What follows belongs to an exercise in optimizing a design on an open flow for small area; a production flow would make more cautious choices.
In this exercise RTL edits were held to simulation tests only and were not proved equivalent to the original.
Power is estimated from default activity; no workload was simulated.

Design ring_shell, start of the top module:
module ring_shell
(
    input  wire                  clk,
    input  wire                  rst,
    input  ring_pkg::stream_t    i_br0,
    input  ring_pkg::stream_t    i_br1,
    output logic                 o_br0_credit,
    output logic                 o_br1_credit,
    output ring_pkg::stream_t    o_mem0,
    output ring_pkg::stream_t    o_mem1,
    input  wire                  i_mem0_credit,
    input  wire                  i_mem1_credit,
    output ring_pkg::drop_cnt_t  o_drop_count
);
==> flow/config.mk <==
export PLATFORM = sky130hd
export DESIGN_NAME = ring_shell
export DESIGN_NICKNAME = ring_shell
export VERILOG_FILES = /design/flow/design.v
export SDC_FILE = /design/flow/constraint.sdc
export NUM_CORES = 4
export LEC_CHECK = 0
export CAP_MARGIN = 20
export CORE_MARGIN = 2
export CORE_UTILIZATION = 40
export SLEW_MARGIN = 20
==> flow/constraint.sdc <==
create_clock -name core_clock -period 4.0 [get_ports {clk}]
set_input_delay 0.8000 -clock core_clock [delete_from_list [all_inputs] [get_ports {clk}]]
set_output_delay 0.8000 -clock core_clock [all_outputs]
set_load 0.01 [all_outputs]
run.sh (not shown) runs the stock make flow with config.mk's settings and CLKGATE_MAP_FILE= SYNTH_SCRIPT=/design/flow/synth_recipe.tcl, a recipe that flattens the netlist after the stock synthesis.
The first run finished clean.
Edit:
==> flow/flow/run.sh (new file) <==
#!/bin/bash
# The standard layout (standard synthesis unchanged), with two changes:
# - port buffers are sky130_fd_sc_hd__buf_1 instead of the resizer's default pick
#   (every input and output port still gets its own buffer)
# - clock tree: larger sink clusters and no dummy loads
# make's full output goes to flow.log; each ORFS step keeps its own log under orfs/logs
set -euo pipefail
export BUFFER_PORTS_ARGS="-buffer_cell sky130_fd_sc_hd__buf_1"
export CTS_ARGS="-sink_clustering_enable -repair_clock_nets -dont_use_dummy_load -sink_clustering_size 25 -sink_clustering_max_diameter 120"
bash standard.sh finish > flow.log 2>&1
==> flow/standard.sh (new file) <==
#!/bin/bash
# synth_recipe.tcl (not shown) runs the flow's synth.tcl, then flattens the netlist and writes it again
# the make line also repeats each setting of config.mk as NAME=value (left out here)
make -C /OpenROAD-flow-scripts/flow DESIGN_CONFIG=/design/flow/config.mk WORK_HOME=/design/flow/orfs CLKGATE_MAP_FILE= SYNTH_SCRIPT=/design/flow/synth_recipe.tcl "${@:-finish}"
- CTS_CLUSTER_DIAMETER: unset -> 120
- CTS_CLUSTER_SIZE: unset -> 25
removed: flow/run.sh
=> Via count went down by a few percent. Clock-buffer cell count drops by 143. Design area goes down by a little under a tenth. Fmax drops slightly.
Edit:
==> flow/run.sh (new file) <==
#!/bin/bash
# synth_recipe.tcl (not shown) runs the flow's synth.tcl, then flattens the netlist and writes it again
# the make line also repeats each setting of config.mk as NAME=value (left out here)
make -C /OpenROAD-flow-scripts/flow DESIGN_CONFIG=/design/flow/config.mk WORK_HOME=/design/flow/orfs CLKGATE_MAP_FILE= SYNTH_SCRIPT=/design/flow/synth_recipe.tcl finish
removed: flow/flow/run.sh
removed: flow/standard.sh
- worst setup slack gains 0.075 ns
- design area climbs by a few percent
- sequential power barely changes
- power climbs by a few percent
- count of clock-buffer cells in the layout climbs by 51
- synthesized area is unchanged


ring_shell, a different RTL version from the one above (not shown whole).
Size in the first run: ~2400 cells after synthesis, roughly 310 I/O pins, ~46000 µm² of cells after synthesis.
// ring_shell
module ring_shell
(
    input  wire                  clk,
    input  wire                  rst,
    input  ring_pkg::stream_t    i_br0,
    input  ring_pkg::stream_t    i_br1,
    output logic                 o_br0_credit,
    output logic                 o_br1_credit,
    output ring_pkg::stream_t    o_mem0,
    output ring_pkg::stream_t    o_mem1,
    input  wire                  i_mem0_credit,
    input  wire                  i_mem1_credit,
    output ring_pkg::drop_cnt_t  o_drop_count
);
    localparam int W = ring_pkg::WORD_W;
    logic [1:0] phase;
    always_ff @(posedge clk or posedge rst)
    begin
        if (rst)
            phase <= 2'd0;
        else
            phase <= phase + 2'd1;
    end
    wire ph0 = (phase == 2'd0);
    wire ph1 = (phase == 2'd1);
    wire ph2 = (phase == 2'd2);
    wire ph3 = (phase == 2'd3);
    logic [W-1:0] mem0 [0:6];
    logic [2:0]   wp0;
    logic [6:0]   rp0;
    logic [2:0]   cnt0;
    logic         rd0;
    logic [W-1:0] s1;
    logic [W-1:0] s1_d;
    assign rd0 = ph1 ? cnt0[2] : o_br0_credit;
    always_ff @(posedge clk or posedge rst)
    begin
        if (rst)
        begin
            wp0          <= 3'd0;
            rp0          <= 7'd1;
            cnt0         <= 3'd0;
  ...
export LEC_CHECK = 0
export CAP_MARGIN = 20
export CORE_MARGIN = 2
export CORE_UTILIZATION = 40
export CTS_CLUSTER_DIAMETER = 120
export CTS_CLUSTER_SIZE = 25
export SLEW_MARGIN = 20
create_clock -name core_clock -period 4.0 [get_ports {clk}]
standard.sh (not shown) runs the stock make flow with config.mk's settings and CLKGATE_MAP_FILE= SYNTH_SCRIPT=/design/flow/synth_recipe.tcl, a recipe that flattens the netlist after the stock synthesis.
==> flow/flow/run.sh <==
#!/bin/bash
# The standard layout with three changes:
# - synthesis: the standard flow's own synthesis script (synth -nofsm -noshare, flatten, rename),
#   except that ABC maps the logic with an area-oriented script (flow/abc_nfa.script);
#   the flip-flops are mapped before ABC runs, so they are the standard synthesis's
# - port buffers are sky130_fd_sc_hd__buf_1 (every input and output port still gets one)
# - clock tree: larger sink clusters and no dummy loads
# make's full output goes to flow.log; each ORFS step keeps its own log under orfs/logs
set -euo pipefail
here=$(pwd)

# synth_recipe.tcl with an abc wrapper that swaps in the area script
{
    head -n 1 synth_recipe.tcl
    cat <<'TCL'
proc abc {args} {
  set i [lsearch -exact $args -script]
  if {$i >= 0} { lset args [expr {$i + 1}] $::env(AREA_ABC_SCRIPT) }
  yosys abc {*}$args
}
TCL
    tail -n +2 synth_recipe.tcl
} > area_synth.tcl
export AREA_ABC_SCRIPT="$here/flow/abc_nfa.script"

sed "s#SYNTH_SCRIPT=[^ ]*#SYNTH_SCRIPT=$here/area_synth.tcl#" standard.sh > area_standard.sh
grep -q "SYNTH_SCRIPT=$here/area_synth.tcl" area_standard.sh

export BUFFER_PORTS_ARGS="-buffer_cell sky130_fd_sc_hd__buf_1"
export CTS_ARGS="-sink_clustering_enable -repair_clock_nets -dont_use_dummy_load -sink_clustering_size 25 -sink_clustering_max_diameter 120"
bash area_standard.sh finish > flow.log 2>&1
==> flow/flow/abc_nfa.script <==
&get -n
&st
&dch
&nf -a
&put
buffer -c
topo
stime -c
upsize -c
dnsize -c
The first run passed the timing, design-rule and antenna checks.
Rerun with:
==> flow/flow/run.sh (replaced) <==
#!/bin/bash
# The standard layout (standard synthesis unchanged), with two changes:
# - port buffers are sky130_fd_sc_hd__buf_1 instead of the resizer's default pick
#   (every input and output port still gets its own buffer)
# - clock tree: larger sink clusters and no dummy loads
# make's full output goes to flow.log; each ORFS step keeps its own log under orfs/logs
set -euo pipefail
export BUFFER_PORTS_ARGS="-buffer_cell sky130_fd_sc_hd__buf_1"
export CTS_ARGS="-sink_clustering_enable -repair_clock_nets -dont_use_dummy_load -sink_clustering_size 25 -sink_clustering_max_diameter 120"
bash standard.sh finish > flow.log 2>&1
removed: flow/flow/abc_nfa.script
Outcome: Cell count rose by 3.4%. Core utilization rose by 0.25 points. Total power rose by 2.0%.

## what the ideal ports hide
In the flow no input, the clock included, has a driving cell. The finished layouts below were timed again as built, in two steps.
Step 1 assumes that a clkbuf_16 drives the clock port and a buf_2 every other input.
Step 2 times the ports against the registers' clock, not the clock port: input delays grow and output delays shrink by t, the midpoint of the rising clock arrivals with the driver on.
a / b / c = ideal ports / drivers / drivers and shift; a / b = the first two.
run | shift t [ns] | setup WS [ns] | worst register clock-pin slew, ns
the first run of note 1 | 0.797 | 0.227 / 0.227 / 0.227 | 0.06 / 0.06
the second run of note 1 | 0.693 | 0.170 / 0.170 / 0.170 | 0.10 / 0.10
the third run of note 1 | 0.714 | 0.245 / 0.245 / 0.245 | 0.10 / 0.10
the first run of note 2 | 0.695 | 0.255 / 0.255 / 0.255 | 0.10 / 0.10
the second run of note 2 | 0.700 | 0.164 / 0.164 / 0.164 | 0.10 / 0.10
After both steps setup and hold are still met in every run listed.
